Context: an optimization exercise on an open-source flow, tuned for small area and a short achievable clock period. The choices shown serve that exercise and are no tape-out recipe.
RTL that was checked went through simulation tests only; none was proved equivalent to the original.
Function not checked in run 1: the RTL went through the layout flow alone.
Power figures rest on the tool's default switching activity, not on a simulated workload.

==> flow/design.v (outline; a module is shown in full before it is edited, if it fits) <==
// module fmul_unpack: 84 lines
// module fmul_mant_mult: 1790 lines
// module fmul_add: 314 lines
// module fmul_norm_plan: 25 lines
// module fmul_sum: 10 lines
// module fmul_normalize: 19 lines
// module fmul_round_pack: 43 lines
// module fmul_pipe: 154 lines
module fmul_pipe (
   input  wire        clk,
   input  wire        rst_n,
   input  wire        in_valid,
   input  wire [31:0] a,
   input  wire [31:0] b,
   output reg         out_valid,
   output reg  [31:0] y,
   output reg         ovf
);
  // ...
==> flow/run.sh <==
#!/bin/bash
# synth_recipe.tcl (not shown) runs the flow's synth.tcl, then flattens the netlist and writes it again
# the make line also repeats each setting of config.mk as NAME=value (left out here)
make -C /OpenROAD-flow-scripts/flow DESIGN_CONFIG=/design/flow/config.mk WORK_HOME=/design/flow/orfs CLKGATE_MAP_FILE= SYNTH_SCRIPT=/design/flow/synth_recipe.tcl finish
==> flow/config.mk <==
export PLATFORM = sky130hd
export DESIGN_NAME = fmul_pipe
export DESIGN_NICKNAME = fmul_pipe
export VERILOG_FILES = /design/flow/design.v
export SDC_FILE = /design/flow/constraint.sdc
export NUM_CORES = 4
export LEC_CHECK = 0
export ABC_AREA = 1
export CAP_MARGIN = 20
export CORE_MARGIN = 2
export CORE_UTILIZATION = 60
export SLEW_MARGIN = 20
==> flow/constraint.sdc <==
create_clock -name core_clock -period 7.5 [get_ports {clk}]
set_input_delay 1.5000 -clock core_clock [delete_from_list [all_inputs] [get_ports {clk}]]
set_output_delay 1.5000 -clock core_clock [all_outputs]
set_load 0.01 [all_outputs]
==> qor.csv, run 1 <==
metric,value,unit
Iter 0 DRT Violations,1877,
worst-path cell chain,"clkdlybuf4s50_1, nand2_1, nor4_1, inv_1, nand2_1, inv_1, nor2_2, inv_1, o211ai_1, inv_1",
RR Endpoint,s2_r2[25],
Tapcells,615,
Max Slew Vio Count,0,
clock group power,2.39,mW
fraction of area in multi-input gates,52.7,%
final worst-path cycle share,54.1,%
post-synth top area cell,dfxtp_1,
Hold Path Origin,s3_ebase[5],
reg2reg path depth,7,
Netlist cell types,65,
area of the multi-input gates,0.0167,mm^2
total power,14.2,mW
async set-reset flop share out of synthesis,1.31,%
Ports,101,
TritonCTS buffer count,47,
CP max FO,24,
outcome,timing/DRC/antenna clean,
max layer used,met4,
cell count after placement,3833,
"Largest stage delay, worst path",0.81,ns
largest net degree at the start of global routing,57,
NonClk Buf Share,3.28,%
Die Ht,224,um
Vias/cell,5.66,
hold endpoint,s4_ebase[5],
Routed wire per std cell,20.1,um
number of gates resized after cts,0,
clock skew,0.0266,ns
P&R area growth vs syn,9.16,%
met3 wire len,5820,um
leakage power total,15.0,nW
GR Util All Layers,32.1,%
==> module fmul_pipe, before the edit <==
module fmul_pipe (
   input  wire        clk,
   input  wire        rst_n,
   input  wire        in_valid,
   input  wire [31:0] a,
   input  wire [31:0] b,
   output reg         out_valid,
   output reg  [31:0] y,
   output reg         ovf
);
   wire [23:0] u_ma;
   wire [12:0] u_one;
   wire [11:0] u_two, u_neg;
   wire [7:0]  u_ea_e, u_eb_e;
   wire [4:0]  u_lz;
   wire        u_sign, u_special, u_quiet, u_zero;
   fmul_unpack u_unpack (
      .a(a), .b(b),
      .ma(u_ma), .b_one(u_one), .b_two(u_two), .b_neg(u_neg),
      .ea_e(u_ea_e), .eb_e(u_eb_e), .lz(u_lz),
      .sign(u_sign), .special(u_special), .quiet(u_quiet), .zero(u_zero)
   );
   reg         s1_valid;
   reg  [23:0] s1_ma;
   reg  [23:0] s1_ma_n;          
   reg  [12:0] s1_one;
   reg  [11:0] s1_two, s1_neg;
   reg  [12:0] s1_one_n;         
   reg  [11:0] s1_two_n, s1_neg_n;
   reg  [7:0]  s1_ea_e, s1_eb_e;
   reg  [4:0]  s1_lz;
   reg         s1_sign, s1_special, s1_quiet, s1_zero;
   always @(posedge clk or negedge rst_n)
      if (!rst_n) s1_valid <= 1'b0;
      else        s1_valid <= in_valid;
   always @(posedge clk) begin
      s1_ma      <= u_ma;
      s1_ma_n    <= ~u_ma;
      s1_one     <= u_one;
      s1_two     <= u_two;
      s1_neg     <= u_neg;
      s1_one_n   <= ~u_one;
      s1_two_n   <= ~u_two;
      s1_neg_n   <= ~u_neg;
      s1_ea_e    <= u_ea_e;
      s1_eb_e    <= u_eb_e;
      s1_lz      <= u_lz;
      s1_sign    <= u_sign;
      s1_special <= u_special;
      s1_quiet   <= u_quiet;
      s1_zero    <= u_zero;
   end
   wire [47:0] m_r0, m_r1, m_r2;
   wire        p_normal, p_sh_out;
   wire [5:0]  p_sh;
   wire [7:0]  p_ebase;
   wire [3:0]  p_ge;
   fmul_mant_mult u_mult (
      .a(s1_ma), .a_n(s1_ma_n), .one(s1_one), .two(s1_two), .neg(s1_neg),
      .one_n(s1_one_n), .two_n(s1_two_n), .neg_n(s1_neg_n),
      .r0(m_r0), .r1(m_r1), .r2(m_r2)
   );
   fmul_norm_plan u_plan (
      .ea_e(s1_ea_e), .eb_e(s1_eb_e), .lz(s1_lz), .special(s1_special), .zero(s1_zero),
      .normal(p_normal), .sh(p_sh), .sh_out(p_sh_out), .ebase(p_ebase), .ge(p_ge)
   );
   reg         s2_valid;
   reg  [47:0] s2_r0, s2_r1, s2_r2;
   reg         s2_normal, s2_sh_out;
   reg  [5:0]  s2_sh;
   reg  [7:0]  s2_ebase;
   reg  [3:0]  s2_ge;
   reg         s2_sign, s2_special, s2_quiet;
   always @(posedge clk or negedge rst_n)
      if (!rst_n) s2_valid <= 1'b0;
      else        s2_valid <= s1_valid;
   always @(posedge clk) begin
      s2_r0      <= m_r0;
      s2_r1      <= m_r1;
      s2_r2      <= m_r2;
      s2_normal  <= p_normal;
      s2_sh      <= p_sh;
      s2_sh_out  <= p_sh_out;
      s2_ebase   <= p_ebase;
      s2_ge      <= p_ge;
      s2_sign    <= s1_sign;
      s2_special <= s1_special;
      s2_quiet   <= s1_quiet;
   end
   wire [47:0] a_p;
   fmul_sum u_sum (.r0(s2_r0), .r1(s2_r1), .r2(s2_r2), .p(a_p));
   reg         s3_valid;
   reg  [47:0] s3_p;
   reg         s3_normal, s3_sh_out;
   reg  [5:0]  s3_sh;
   reg  [7:0]  s3_ebase;
   reg  [3:0]  s3_ge;
   reg         s3_sign, s3_special, s3_quiet;
   always @(posedge clk or negedge rst_n)
      if (!rst_n) s3_valid <= 1'b0;
      else        s3_valid <= s2_valid;
   always @(posedge clk) begin
      s3_p       <= a_p;
      s3_normal  <= s2_normal;
      s3_sh      <= s2_sh;
      s3_sh_out  <= s2_sh_out;
      s3_ebase   <= s2_ebase;
      s3_ge      <= s2_ge;
      s3_sign    <= s2_sign;
      s3_special <= s2_special;
      s3_quiet   <= s2_quiet;
   end
   wire [24:0] n_mant;
   wire        n_up;
   fmul_normalize u_norm (
      .p(s3_p), .normal(s3_normal), .sh(s3_sh), .sh_out(s3_sh_out),
      .mant(n_mant), .up(n_up)
   );
   reg         s4_valid;
   reg  [24:0] s4_mant;
   reg         s4_up;
   reg  [7:0]  s4_ebase;
   reg  [3:0]  s4_ge;
   reg         s4_sign, s4_special, s4_quiet;
   always @(posedge clk or negedge rst_n)
      if (!rst_n) s4_valid <= 1'b0;
      else        s4_valid <= s3_valid;
   always @(posedge clk) begin
      s4_mant    <= n_mant;
      s4_up      <= n_up;
      s4_ebase   <= s3_ebase;
      s4_ge      <= s3_ge;
      s4_sign    <= s3_sign;
      s4_special <= s3_special;
      s4_quiet   <= s3_quiet;
   end
   wire [31:0] r_y;
   wire        r_ovf;
   fmul_round_pack u_round (
      .mant(s4_mant), .up(s4_up), .ebase(s4_ebase), .ge(s4_ge),
      .sign(s4_sign), .special(s4_special), .quiet(s4_quiet),
      .y(r_y), .ovf(r_ovf)
   );
   always @(posedge clk or negedge rst_n)
      if (!rst_n) begin
         out_valid <= 1'b0;
         ovf       <= 1'b0;
      end else begin
         out_valid <= s4_valid;
         ovf       <= s4_valid & r_ovf;
      end
   always @(posedge clk)
      y <= r_y;
endmodule
==> inputs of run 2 (changes only) <==
--- a/flow/design.v
+++ b/flow/design.v
@@ -2434,20 +2434,2 @@
    );
-   reg         s4_valid;
-   reg  [24:0] s4_mant;
-   reg         s4_up;
-   reg  [7:0]  s4_ebase;
-   reg  [3:0]  s4_ge;
-   reg         s4_sign, s4_special, s4_quiet;
-   always @(posedge clk or negedge rst_n)
-      if (!rst_n) s4_valid <= 1'b0;
-      else        s4_valid <= s3_valid;
-   always @(posedge clk) begin
-      s4_mant    <= n_mant;
-      s4_up      <= n_up;
-      s4_ebase   <= s3_ebase;
-      s4_ge      <= s3_ge;
-      s4_sign    <= s3_sign;
-      s4_special <= s3_special;
-      s4_quiet   <= s3_quiet;
-   end
    wire [31:0] r_y;
@@ -2455,4 +2437,4 @@
    fmul_round_pack u_round (
-      .mant(s4_mant), .up(s4_up), .ebase(s4_ebase), .ge(s4_ge),
-      .sign(s4_sign), .special(s4_special), .quiet(s4_quiet),
+      .mant(n_mant), .up(n_up), .ebase(s3_ebase), .ge(s3_ge),
+      .sign(s3_sign), .special(s3_special), .quiet(s3_quiet),
       .y(r_y), .ovf(r_ovf)
@@ -2464,4 +2446,4 @@
       end else begin
-         out_valid <= s4_valid;
-         ovf       <= s4_valid & r_ovf;
+         out_valid <= s3_valid;
+         ovf       <= s3_valid & r_ovf;
       end
==> qor.csv, run 2 <==
metric,value,unit,change
CP Depth,23,,
gpl congestion,0.994,,
CP max FO,43,,+79%
"Top cell by count, worst path",nand3_1,,
sequential fraction of the synthesis area,29.0,%,
Sequential Power Share,24.6,%,
DR pass1 iterations,7,,
GR Util All Layers,32.6,%,+0.55 points
Finish-stage setup viols,0,,
synth cell count leaders,"inv_1, nand2_1, dfxtp_1, xor2_1, nand3_1",,
Worst Tran Pin Value,0.992,ns,
total die area,0.0497,mm^2,
Mapped Avg Cell Area,8.36,um^2,
final WL,79500,um,
Die Ht,223,um,-0.43%
final worst-path cycle share,66.0,%,+12 points
Routed wire per std cell,19.6,um,-2.8%
syn nets,3884,,
via count,23300,,
number of global-route vias before repair,23500,,
Final Hold Fails,0,,
"commonest non-fill, non-tap cell in the layout",inv_1,,
critical path type,reg2reg,,
Max H-tree Level,2,,
Worst Path Required,7.95,ns,
core box area,0.0475,mm^2,
Netlist cell types,49,,-25%
pre-CTS setup slack,2.68,ns,
WP buf/inv,5,,
initial antenna violation count,0,,
largest net degree at the start of global routing,56,,-1.8%
CP Capture Type,flip-flop,,
clk buf depth,3,,
CTS Sinks,416,,
clock root buffer,clkbuf_16,,
slowest CP cell,nand3_2,,
"CTS clk-pin slew, worst paths",0.06,ns,
r2r setup slk,2.55,ns,
clock power share,15.5,%,
worst r2r src,s3_sh[3],,
number of gates resized after cts,0,,unchanged
first-pass GRT wire length,126000,um,
clock skew,0.0157,ns,-0.0109 ns
setup TNS,0,ns,
Ports,101,,unchanged
leakage power total,15.3,nW,+1.9%
pwr/cell area,459,mW/mm^2,
post-CTS setup buffer count,0,,
Comb power frac,59.9,%,
worst-path cell chain,"buf_4, inv_1, buf_4, nor2_2, nand3_1, nand3_1, nand3_1, nand3_2, nand3_2, nand2_1, ha_1, ha_1, inv_1, fa_1, inv_1, ha_1, nand2_1, nor2_1, nand3_1, nand2_2, nand2_1, nand2_1, nand3_1",,
number of synthesized flops with an enable pin,0,,
Setup crit start,s3_sh[3],,
fmax,0.202,GHz,
# rows,80,,
P&R area growth vs syn,8.76,%,
Filler cells,4068,,
outcome,timing/DRC/antenna clean,,
Yosys warnings,2,,
maximum vdd ir drop,0.247,mV,
hold_buf cts,0,,
RR Endpoint,y[30],,
most frequent cells in the layout,"inv_1, nand2_1, dfxtp_1",,
WP data arrival,5.39,ns,
Psw,6.67,mW,
Final WS setup,2.55,ns,
Die X,223,um,
async set-reset flop share out of synthesis,1.20,%,-0.11 points
most frequent cell after synthesis,inv_1,,
starting density of the core,60.5,%,
max-cap violations,0,,
HP Class,reg2reg,,
Layout Nets,3856,,
post-layout min period,4.95,ns,
Most used DFF post-synth,dfxtp_1,,
Mapped Cells,3442,,
mapped cell area,0.0288,mm^2,
"Largest stage delay, worst path",0.60,ns,-0.21 ns
reg2reg path depth,23,,+16
Worst slew margin,33.2,%,
Startpoint Class,flip-flop,,
largest registers,"s2_r0 (48), s3_p (48), s2_r1 (47)",,
layout cells sized above 1,4.32,%,
Synth Register Bits,416,,
CP top delay family,simple AND/OR/NAND/NOR gates,,
Power Internal,7.70,mW,
total power,14.4,mW,+1.4%
Post-DP HPWL,62500,um,
fin area,0.0313,mm^2,
top area cells in the synthesized netlist,"dfxtp_1, fa_1, xor2_1, inv_1, nand2_1",,
# diodes,0,,
Vias/cell,5.73,,+1.4%
RSZ-0062 raised after global routing,false,,
Critical Path Sink,y[30],,
DRC viols,0,,
Area after DPL,0.0298,mm^2,
TritonCTS buffer count,45,,-4.3%
TritonCTS clock tree,yes,,
gr ovfl total,0,,
switching part of the total,46.4,%,
final antenna-violating net count,0,,
post-synth top area cell,dfxtp_1,,
IO Port Bufs,100,,
Max Slew Vio Count,0,,unchanged
Iter 0 DRT Violations,2221,,+18%
clock latency (worst-skew pair),0.59,ns,
Synth top area share,28.6,%,
final hold slack,0.326,ns,
run 2: kinds of logic after synthesis:
family	count (synthesis)	share of synthesized area (%)
AO/OA/AOI/OAI	437	9.17
XOR/XNOR	348	10.6
adder cells (fa/ha/maj)	375	23.8
buffers and inverters	809	11.1
flip-flops	416	29.0
AND/OR/NAND/NOR	1057	16.3
run 2: worst min path at each step:
stage | from | endpoint | slack [ns] | cells past startpoint
after floorplan | s1_quiet | s2_quiet | 0.31 | 0
after global placement | s2_ebase[7] | s3_ebase[7] | 0.31 | 0
after detailed placement | s2_ge[1] | s3_ge[1] | 0.31 | 0
after CTS | s2_ge[1] | s3_ge[1] | 0.33 | 0
after global routing | s2_ebase[1] | s3_ebase[1] | 0.33 | 0
final | s2_ebase[1] | s3_ebase[1] | 0.33 | 0
run 2: power groups by stage:
stage | Clock (mW) | Sequential (mW) | Combinational (mW)
after global placement | 0 | 3.55 | 8.35
after CTS | 2.28 | 3.52 | 8.67
final | 2.23 | 3.53 | 8.61
after floorplan | 0 | 3.37 | 6.37
after detailed placement | 0 | 3.56 | 8.60
after global routing | 2.36 | 3.58 | 9.90
run 2: metrics by stage:
stage	util (%)	std cells
floorplan	-	3442
detailed placement	62.6	3982
finish	65.8	4064
CTS	65.8	4064
global route	65.8	4064
global placement	62.6	3982
run 2: routing by layer:
layer  part of all wire (%)  GRT usage, %  routed length (um)
met3                    8.3          5.68                6560
met5                      0             0                   0
met4                    5.6          16.4                4450
met2                     45          52.4               35700
met1                     41          42.7               32800
run 2: layout make-up:
cell class	count	area [um^2]	area share, %
inverters	625	2360	7.53
repair buffers	109	1070	3.42
clock inverters	24	268	0.856
well taps	615	769	2.46
multi-input cells	2217	17200	55.1
flip-flops and latches	416	8350	26.7
clock buffers	58	1230	3.95
==> inputs of run 3 (changes only) <==
--- a/flow/config.mk
+++ b/flow/config.mk
@@ -11,2 +11,3 @@
 export CORE_UTILIZATION = 60
+export SETUP_SLACK_MARGIN = 4.5
 export SLEW_MARGIN = 20
==> qor.csv, run 3 <==
metric,value,unit,change
Vias/cell,6.17,,+7.6%
clk buf depth,3,,unchanged
gr ovfl total,0,,unchanged
number of global-route vias before repair,26100,,+11%
total power,18.5,mW,+29%
Finish-stage setup viols,0,,unchanged
hold_buf cts,0,,unchanged
via count,27100,,+16%
Die Ht,223,um,unchanged
Power Internal,9.78,mW,+27%
final worst-path cycle share,49.4,%,-17 points
clock latency (worst-skew pair),0.63,ns,+0.04 ns
TritonCTS buffer count,45,,unchanged
IO Port Bufs,100,,unchanged
RSZ-0062 raised after global routing,true,,
GR Util All Layers,38.0,%,+5.4 points
final hold slack,0.318,ns,-0.00819 ns
HP Class,reg2reg,,
CTS Sinks,416,,unchanged
Iter 0 DRT Violations,3317,,+49%
WP data arrival,4.20,ns,-1.19 ns
Hold Path Origin,s2_ebase[6],,
pwr/cell area,489,mW/mm^2,+6.5%
Sequential Power Share,19.6,%,-5.0 points
Area after DPL,0.0300,mm^2,+0.68%
mapped cell area,0.0288,mm^2,unchanged
most frequent cells in the layout,"inv_1, nand2_1, dfxtp_1",,
cell count after placement,3981,,-0.025%
Ports,101,,unchanged
"commonest non-fill, non-tap cell in the layout",inv_1,,
CP max FO,4,,-91%
P&R area growth vs syn,31.7,%,
Synth top area share,28.6,%,unchanged
top area cells in the synthesized netlist,"dfxtp_1, fa_1, xor2_1, inv_1, nand2_1",,
gpl congestion,0.948,,-4.6%
Worst Tran Pin Value,0.907,ns,-0.0853 ns
fmax,0.270,GHz,+34%
Worst Path Required,7.99,ns,+0.04 ns
final WL,106000,um,+34%
final antenna-violating net count,0,,unchanged
hold depth,0,,unchanged
Netlist cell types,49,,unchanged
post-layout min period,3.70,ns,-1.25 ns
switching part of the total,47.2,%,+0.76 points
synth cell count leaders,"inv_1, nand2_1, dfxtp_1, xor2_1, nand3_1",,
Startpoint Class,flip-flop,,
sequential fraction of the synthesis area,29.0,%,unchanged
largest net degree at the start of global routing,56,,unchanged
post-synth top area cell,dfxtp_1,,
fin area,0.0379,mm^2,+21%
maximum vdd ir drop,0.314,mV,+27%
Mapped Avg Cell Area,8.36,um^2,unchanged
syn nets,3884,,unchanged
Max H-tree Level,2,,unchanged
Worst slew margin,39.5,%,+6.3 points
DRC viols,0,,unchanged
Mapped Cells,3442,,unchanged
setup TNS,0,ns,unchanged
leakage power total,17.7,nW,+16%
core box area,0.0475,mm^2,unchanged
Post-DP HPWL,64000,um,+2.4%
Synth Register Bits,416,,unchanged
TritonCTS clock tree,yes,,
Non-Filler Instances,4388,,+8.0%
DR pass1 iterations,7,,unchanged
number of synthesized flops with an enable pin,0,,unchanged
Comb power frac,67.5,%,+7.6 points
largest registers,"s2_r0 (48), s3_p (48), s2_r1 (47)",,
clock root buffer,clkbuf_16,,
worst r2r src,s2_r0[33],,
clock power share,12.9,%,-2.6 points
most frequent cell after synthesis,inv_1,,
Layout Nets,4179,,+8.4%
critical path type,reg2reg,,
first-pass GRT wire length,146000,um,+15%
max-cap violations,0,,unchanged
CP Capture Type,flip-flop,,
"CTS clk-pin slew, worst paths",0.07,ns,about the same
Setup crit start,s2_r0[33],,
reg2reg path depth,16,,-30%
Psw,8.74,mW,+31%
Final Hold Fails,0,,unchanged
async set-reset flop share out of synthesis,1.20,%,unchanged
Routed wire per std cell,24.2,um,+24%
# rows,80,,unchanged
Yosys warnings,2,,unchanged
starting density of the core,60.5,%,unchanged
Die X,223,um,unchanged
outcome,timing/DRC/antenna clean,,
layout cells sized above 1,31.0,%,+27 points
total die area,0.0497,mm^2,unchanged
# diodes,0,,unchanged
Most used DFF post-synth,dfxtp_1,,
Max Slew Vio Count,0,,unchanged
clock skew,0.0373,ns,+0.0216 ns
initial antenna violation count,2,,+2
[run 3: cell types whose count changed in the layout (fill, tap and decap cells not counted), sizes merged, moves of 4 or more]
cell	delta
clkbuf	+26
inv	-38
buf	+303
clkdlybuf4s15	+5
dlymetal6s2s	+19
clkdlybuf4s50	-49
clkinvlp	+41
nand2	+4
[run 3: critical path, cell delays in order (launching register included)]
cell and delay (ns):
dfxtp_1 0.33, fa_1 0.50, ha_1 0.41, a21oi_2 0.20
nor3_1 0.07, nor2_1 0.20, nand2_1 0.13, a221oi_2 0.27
nand2_2 0.12, nand2_2 0.08, nand2_2 0.06, nand3_2 0.08
nand2_2 0.06, fa_2 0.36, xnor2_2 0.15, xnor2_1 0.23
xor2_1 0.31
[run 3: power groups by stage]
stage | Combinational, mW | Sequential, mW | Clock (mW)
2_1_floorplan | 6.49 | 3.37 | 0
3_3_place_gp | 8.44 | 3.57 | 0
3_5_place_dp | 8.77 | 3.59 | 0
4_1_cts | 10.4 | 3.57 | 2.36
5_1_grt | 13.6 | 3.67 | 2.49
6_report | 12.5 | 3.63 | 2.39
[run 3: timing repair]
| item | in CTS | in global routing |
|---|---|---|
| setup endpoints to repair | 274 | 214 |
| setup buffers | 180 | 122 |
| cloned | 21 | 1 |
| gates resized for setup | 552 | 505 |
| pin swaps | 171 | 213 |
[run 3: through the flow]
step	worst slack, ns	utilization (%)
2_1_floorplan	4.23	-
3_5_place_dp	2.93	63.0
3_3_place_gp	3.02	63.0
4_1_cts	3.92	73.7
5_1_grt	3.68	79.7
6_report	3.80	79.7
[run 3: cell type report]
type,count,area [um^2]
clock buffer,61,1250
multi-input combinational,2226,20300
sequential,416,8560
fill,2866,9670
clock inverter,22,330
tap,615,769
timing repair inverter,8,66.3
timing repair buffer,415,3980
inverter,625,2580
[run 3: layer usage]
layer  vias to the layer above  routed length (um)  track usage [%]
li1                      11400                   -                -
met1                     13100               37900             48.1
met2                      1976               49200             62.0
met3                       602               11500             6.69
met4                         2                7710             21.1
met5                         -                  13                0
[run 3: logic make-up (layout without fill, tap and decap cells)]
logic type,after synthesis,after routing,share of synthesized area [%]
AOI/OAI and AO/OA,437,437,9.17
xor gates and xnor gates,348,348,10.6
adders and majority gates,375,375,23.8
buffers and inverters,809,1131,11.1
DFF,416,416,29.0
and+or+nand+nor,1057,1066,16.3
[run 3: final timing paths]
path	to	slack [ns]
max	s3_p[47]	3.80
min	s3_ebase[6]	0.32
max reg2reg	s3_p[47]	3.80
min reg2reg	s3_ebase[6]	0.32
max in group asynchronous	ovf	6.20
min in group asynchronous	s1_valid	1.09
==> inputs of run 4 (changes only) <==
--- a/flow/config.mk
+++ b/flow/config.mk
@@ -11,3 +11,3 @@
 export CORE_UTILIZATION = 60
-export SETUP_SLACK_MARGIN = 4.5
+export SETUP_SLACK_MARGIN = 3.5
 export SLEW_MARGIN = 20
==> qor.csv, run 4 <==
metric,value,unit,change
leakage power total,15.4,nW,-13%
"commonest non-fill, non-tap cell in the layout",inv_1,,
syn nets,3884,,unchanged
outcome,timing/DRC/antenna clean,,
synth cell count leaders,"inv_1, nand2_1, dfxtp_1, xor2_1, nand3_1",,
final antenna-violating net count,0,,unchanged
setup TNS,0,ns,unchanged
pre-CTS setup slack,2.68,ns,-0.254 ns
RSZ-0062 raised after global routing,false,,
Worst Tran Pin Value,0.988,ns,+0.0817 ns
most frequent cells in the layout,"inv_1, nand2_1, dfxtp_1",,
top area cells in the synthesized netlist,"dfxtp_1, fa_1, xor2_1, inv_1, nand2_1",,
sequential fraction of the synthesis area,29.0,%,unchanged
Most used DFF post-synth,dfxtp_1,,
"Top cell by count, worst path",fa_1,,
Post-Synth Adder-Cell Area,23.8,%,unchanged
slowest CP cell,dfxtp_1,,
async set-reset flop share out of synthesis,1.20,%,unchanged
DR pass1 iterations,6,,-1
Netlist cell types,49,,unchanged
HP Class,reg2reg,,
max-cap violations,0,,unchanged
r2r setup slk,3.65,ns,-0.14 ns
post-layout min period,3.85,ns,+0.145 ns
starting density of the core,60.5,%,unchanged
Layout Nets,3883,,-7.1%
Final Core Density,66.8,%,-13 points
Synth top area share,28.6,%,unchanged
post-synthesis xor/xnor area fraction,10.6,%,unchanged
cell count after placement,3982,,+0.025%
fin area,0.0318,mm^2,-16%
largest net degree at the start of global routing,56,,unchanged
Mapped Avg Cell Area,8.36,um^2,unchanged
hold_buf cts,0,,unchanged
gr ovfl total,0,,unchanged
CP Capture Type,flip-flop,,
mapped cell area,0.0288,mm^2,unchanged
# rows,80,,unchanged
clock root buffer,clkbuf_16,,
total power,14.8,mW,-20%
Non-Filler Instances,4092,,-6.7%
final WL,81300,um,-23%
Worst slew margin,33.4,%,-6.1 points
clock latency (worst-skew pair),0.58,ns,-0.05 ns
GR Util All Layers,32.9,%,-5.1 points
number of global-route vias before repair,23700,,-9.5%
compound-cell area share of the yosys netlist,9.17,%,unchanged
Area after DPL,0.0298,mm^2,-0.67%
Vias/cell,5.76,,-6.6%
Max H-tree Level,2,,unchanged
most frequent cell after synthesis,inv_1,,
WP data arrival,4.30,ns,+0.10 ns
"CTS clk-pin slew, worst paths",0.06,ns,about the same
Startpoint Class,flip-flop,,
largest family of logic cells by synthesized area,adder cells,,
P&R area growth vs syn,10.5,%,
via count,23600,,-13%
Iter 0 DRT Violations,2272,,-32%
Die Ht,223,um,unchanged
worst-path cell chain,"clkinvlp_4, xor2_1, fa_1, inv_1, fa_1, fa_1, fa_1",,
IO Port Bufs,100,,unchanged
Max Slew Vio Count,0,,unchanged
Final Hold Fails,0,,unchanged
critical path type,reg2reg,,
layout cells sized above 1,5.90,%,-25 points
Post-DP HPWL,62500,um,-2.3%
largest registers,"s2_r0 (48), s3_p (48), s2_r1 (47)",,
WP buf/inv,2,,+2
Mapped Cells,3442,,unchanged
Final WS setup,3.65,ns,-0.145 ns
Yosys warnings,2,,unchanged
DRC viols,0,,unchanged
total die area,0.0497,mm^2,unchanged
clock skew,0.0160,ns,-0.0213 ns
maximum vdd ir drop,0.248,mV,-21%
Routed wire per std cell,19.9,um,-18%
core box area,0.0475,mm^2,unchanged
pwr/cell area,465,mW/mm^2,-4.9%
Synth Register Bits,416,,unchanged
Die X,223,um,unchanged
CP top delay family,adder cells,,
first-pass GRT wire length,127000,um,-13%
final worst-path cycle share,51.3,%,+1.9 points
clk buf depth,3,,unchanged
initial antenna violation count,0,,-2
Ports,101,,unchanged
post-synth top area cell,dfxtp_1,,
Worst Path Required,7.96,ns,-0.03 ns
CTS Sinks,416,,unchanged
TritonCTS buffer count,45,,unchanged
fmax,0.260,GHz,-3.8%
TritonCTS clock tree,yes,,
gpl congestion,0.994,,+4.9%
mux contribution to synthesized area,0,%,unchanged
Synth Area in Simple Gates,16.3,%,unchanged
Finish-stage setup viols,0,,unchanged
final hold slack,0.325,ns,+0.00696 ns
"Largest stage delay, worst path",0.83,ns,+0.33 ns
number of synthesized flops with an enable pin,0,,unchanged
CP max FO,16,,+12
-- run 4: power by group --
part / switching (mW) / internal (mW) / total, mW
logic: 5.46 / 3.55 / 9.01
registers: 0.469 / 3.07 / 3.54
clock network: 0.944 / 1.29 / 2.23
total: 6.88 / 7.90 / 14.8
-- run 4: area by class of cell --
class                      instances  area [um^2]
antenna                            1         2.50
clock buffer                      58         1230
clock inverter                    24          268
fill                            4017        15800
inverter                         625         2390
multi-input combinational       2220        17500
sequential                       416         8360
tap                              615          769
timing repair buffer             131         1290
timing repair inverter             2         12.5
-- run 4: layer usage --
metal	vias up	GRT usage, %	share of wire (%)
met5	-	0	0
met2	1147	52.6	45
met4	0	16.7	5.3
li1	10800	-	-
met1	11400	43.2	41
met3	215	5.98	8.7
-- run 4: cell families (layout without fill, tap and decap cells) --
family,count (synthesis),after routing
fa+ha+maj,375,375
xor+xnor,348,348
simple gates,1057,1060
flops,416,416
other cells,0,1
compound gates,437,437
buf+inv,809,840
-- run 4: timing repair --
item                                    CTS  global route
pin swaps                                 3            11
setup buffers                             7            14
gates cloned                              4             2
endpoints found under the setup margin   45            98
endpoints found under the hold margin     0             0
gates resized for setup                  19            39
-- run 4: worst reg2reg max path, cell delays in order, from the launching register on --
cell        delay (ns)
dfxtp_1           0.83
clkinvlp_4        0.64
xor2_1            0.38
fa_1              0.45
inv_1             0.08
fa_1              0.45
fa_1              0.44
fa_1              0.45
-- run 4: path summary, 6_finish.rpt --
kind                        startpoint          end  cells past startpoint
max                         s1_one[12]    s2_r2[25]                      7
min                        s2_ebase[7]  s3_ebase[7]                      0
max reg2reg                 s1_one[12]    s2_r2[25]                      7
min reg2reg                s2_ebase[7]  s3_ebase[7]                      0
max in group asynchronous        rst_n     s3_valid                      1
min in group asynchronous        rst_n     s1_valid                      1
==> inputs of run 5 (changes only) <==
--- a/flow/config.mk
+++ b/flow/config.mk
@@ -11,3 +11,3 @@
 export CORE_UTILIZATION = 60
-export SETUP_SLACK_MARGIN = 3.5
+export SETUP_SLACK_MARGIN = 3.9
 export SLEW_MARGIN = 20
==> qor.csv, run 5 <==
metric,value,unit,change
outcome,timing/DRC/antenna clean,,
Worst slew margin,28.1,%,-5.3 points
DR pass1 iterations,8,,+2
IO Port Bufs,100,,unchanged
Setup crit start,a[9],,
Mapped Avg Cell Area,8.36,um^2,unchanged
Power Internal,8.37,mW,+5.8%
Die X,223,um,unchanged
clock power share,14.3,%,-0.8 points
post-layout min period,3.68,ns,-0.163 ns
largest registers,"s2_r0 (48), s3_p (48), s2_r1 (47)",,
RSZ-0062 raised after global routing,true,,
Ports,101,,unchanged
max-cap violations,0,,unchanged
Worst Path Required,8.00,ns,+0.04 ns
leakage power total,15.7,nW,+2.0%
initial antenna violation count,0,,unchanged
P&R area growth vs syn,13.7,%,
clock skew,0.0154,ns,-0.000608 ns
Hold Path Origin,s2_ebase[7],,
async set-reset flop share out of synthesis,1.20,%,unchanged
Sequential Power Share,22.7,%,-1.2 points
Max H-tree Level,2,,unchanged
mapped cell area,0.0288,mm^2,unchanged
core box area,0.0475,mm^2,unchanged
Layout Nets,3916,,+0.85%
CTS Sinks,416,,unchanged
sequential fraction of the synthesis area,29.0,%,unchanged
Finish-stage setup viols,0,,unchanged
gr ovfl total,0,,unchanged
via count,23800,,+1.1%
most frequent cell after synthesis,inv_1,,
total power,15.6,mW,+5.8%
Final WS setup,3.82,ns,+0.163 ns
final hold slack,0.325,ns,+0.000310 ns
syn nets,3884,,unchanged
Post-DP HPWL,62500,um,unchanged
worst-path cell chain,"clkdlybuf4s50_1, inv_1, nand4_1, nor2_1, nand2_4, o21ai_1, inv_1, nand2_1, nor2_1, nand3_1, nand2_1, nor2_1, nand3_1, nand2_1, nor2_1, nand2_1, nand2_1, a21oi_1",,
Vias/cell,5.78,,+0.25%
gpl congestion,0.994,,unchanged
clock latency (worst-skew pair),0.59,ns,about the same
Most used DFF post-synth,dfxtp_1,,
fmax,0.271,GHz,+4.4%
setup TNS,0,ns,unchanged
TritonCTS clock tree,yes,,
slowest CP cell,o21ai_1,,
Synth Register Bits,416,,unchanged
Die Ht,223,um,unchanged
number of global-route vias before repair,23800,,+0.79%
first-pass GRT wire length,129000,um,+1.4%
synth cell count leaders,"inv_1, nand2_1, dfxtp_1, xor2_1, nand3_1",,
"commonest non-fill, non-tap cell in the layout",inv_1,,
Routed wire per std cell,20.3,um,+1.9%
WP data arrival,4.18,ns,-0.12 ns
clk buf depth,3,,unchanged
Netlist cell types,49,,unchanged
final worst-path cycle share,49.1,%,-2.2 points
CP Capture Type,flip-flop,,
starting density of the core,60.5,%,unchanged
GR Util All Layers,33.4,%,+0.44 points
total die area,0.0497,mm^2,unchanged
pre-CTS setup slack,2.68,ns,unchanged
# rows,80,,unchanged
layout cells sized above 1,9.38,%,+3.5 points
"Top cell by count, worst path",nand2_1,,
final antenna-violating net count,0,,unchanged
DRC viols,0,,unchanged
most frequent cells in the layout,"inv_1, nand2_1, dfxtp_1",,
final WL,83500,um,+2.8%
worst r2r src,s2_r0[2],,
pwr/cell area,478,mW/mm^2,+2.9%
Worst Tran Pin Value,1.07,ns,+0.0783 ns
CP max FO,12,,-4
TritonCTS buffer count,45,,unchanged
Iter 0 DRT Violations,2470,,+8.7%
post-synth top area cell,dfxtp_1,,
clock root buffer,clkbuf_16,,
"CTS clk-pin slew, worst paths",0.06,ns,about the same
Comb power frac,63.1,%,+2.1 points
switching part of the total,46.5,%,about the same
Final Hold Fails,0,,unchanged
Psw,7.27,mW,+5.8%
largest net degree at the start of global routing,56,,unchanged
Startpoint Class,primary input,,
critical path type,in2reg,,
Max Slew Vio Count,0,,unchanged
top area cells in the synthesized netlist,"dfxtp_1, fa_1, xor2_1, inv_1, nand2_1",,
Synth top area share,28.6,%,unchanged
number of synthesized flops with an enable pin,0,,unchanged
Yosys warnings,2,,unchanged
HP Class,reg2reg,,
maximum vdd ir drop,0.252,mV,+1.6%
"Largest stage delay, worst path",0.40,ns,-0.43 ns
Mapped Cells,3442,,unchanged
-- run 5: cell counts after synthesis --
No cell type changed its count.
-- run 5: critical path, delay by kind of cell --
family,cells,cell delay [ns]
compound gates,2,0.59
buf+inv,3,0.64
simple gates,13,1.43
-- run 5: per-stage QoR --
step / instance area, um^2 / utilization (%) / instances
floorplan: 28800 / - / 3442
global placement: 29800 / 62.6 / 3982
detailed placement: 29800 / 62.6 / 3982
CTS: 31800 / 67.0 / 4087
global route: 32700 / 68.8 / 4124
finish: 32700 / 68.8 / 4125
-- run 5: layout make-up --
| class | count | area, um^2 |
|---|---|---|
| Fill cell | 3893 | 14900 |
| Tap cell | 615 | 769 |
| Clock buffer | 58 | 1230 |
| Inverter | 625 | 2410 |
| Sequential cell | 416 | 8370 |
| Multi-Input combinational cell | 2221 | 18000 |
| Antenna cell | 1 | 2.50 |
| Clock inverter | 24 | 268 |
| Timing Repair Buffer | 162 | 1640 |
| Timing Repair inverter | 3 | 23.8 |
-- run 5: logic make-up after synthesis --
| logic type | after synthesis | synth area share (%) |
|---|---|---|
| simple gates | 1057 | 16.3 |
| compound gates | 437 | 9.17 |
| fa+ha+maj | 375 | 23.8 |
| flops | 416 | 29.0 |
| xor+xnor | 348 | 10.6 |
| buf+inv | 809 | 11.1 |
-- run 5: path summary, 6_finish.rpt --
kind	cells after the start	endpoint	slack, ns
worst max-delay path	18	s1_lz[0]	3.82
worst min-delay path	0	s3_ebase[7]	0.33
worst max register to register	23	s3_p[47]	3.89
worst min register to register	0	s3_ebase[7]	0.33
max in group asynchronous	1	out_valid	6.18
min in group asynchronous	1	s3_valid	1.14
-- run 5: what timing repair did --
action / 4_1_cts / 5_1_grt
endpoints found under the setup margin: 167 / 177
hold buffers: 0 / 0
setup buffers: 17 / 31
cloned: 6 / 6
gates resized for setup: 77 / 114
pin swaps: 21 / 50
-- run 5: power by group through the flow --
stage	clock, mW	combinational (mW)	sequential (mW)
CTS	2.28	9.15	3.52
floorplan	0	6.37	3.37
finish	2.23	9.86	3.55
global route	2.36	11.1	3.59
detailed placement	0	8.60	3.56
global placement	0	8.35	3.55
-- run 5: per-layer routing --
layer	vias to the layer above	part of all wire [%]	global-route usage, %
met5	-	0	0
met4	0	5.4	16.7
met3	233	8.3	6.03
met2	1142	45	53.6
met1	11500	41	43.5
li1	10900	-	-

[port drivers added, routing unchanged]
The flow's constraints put no driver on any port. The routed layouts listed below were extracted and timed again, unchanged, in two steps. Step 1, drivers: a clkbuf_16 drives clk and a buf_2 each remaining input, both assumed. Step 2 adds t to the input delays and takes it off the output delays; t is the mean of the earliest and latest rising clock arrival at the registers after step 1. Input paths then give back, and output paths get back, about the clock's delay inside the block. a / b / c = ideal / step 1 / step 2; a / b = the first two.
| run | t, ns | setup WS [ns] | worst setup path at the end | worst slew at a driven data input, ns | cell pins on the clock port's net |
|---|---|---|---|---|---|
| run 1 | 0.650 | 3.445 / 3.454 / 2.827 | input to register | 0.05 | 1 |
| run 2 | 0.638 | 2.552 / 2.552 / 2.552 | register to register | 0.04 | 1 |
| run 3 | 0.674 | 3.798 / 3.798 / 3.713 | input to register | 0.06 | 1 |
| run 4 | 0.637 | 3.654 / 3.654 / 3.153 | input to register | 0.04 | 1 |
| run 5 | 0.636 | 3.817 / 3.855 / 3.219 | input to register | 0.04 | 1 |
After both steps every run listed still meets setup and hold. The setup slack of run 1, which loses most, moves by +0.009 ns with the drivers and by -0.618 ns with both steps.
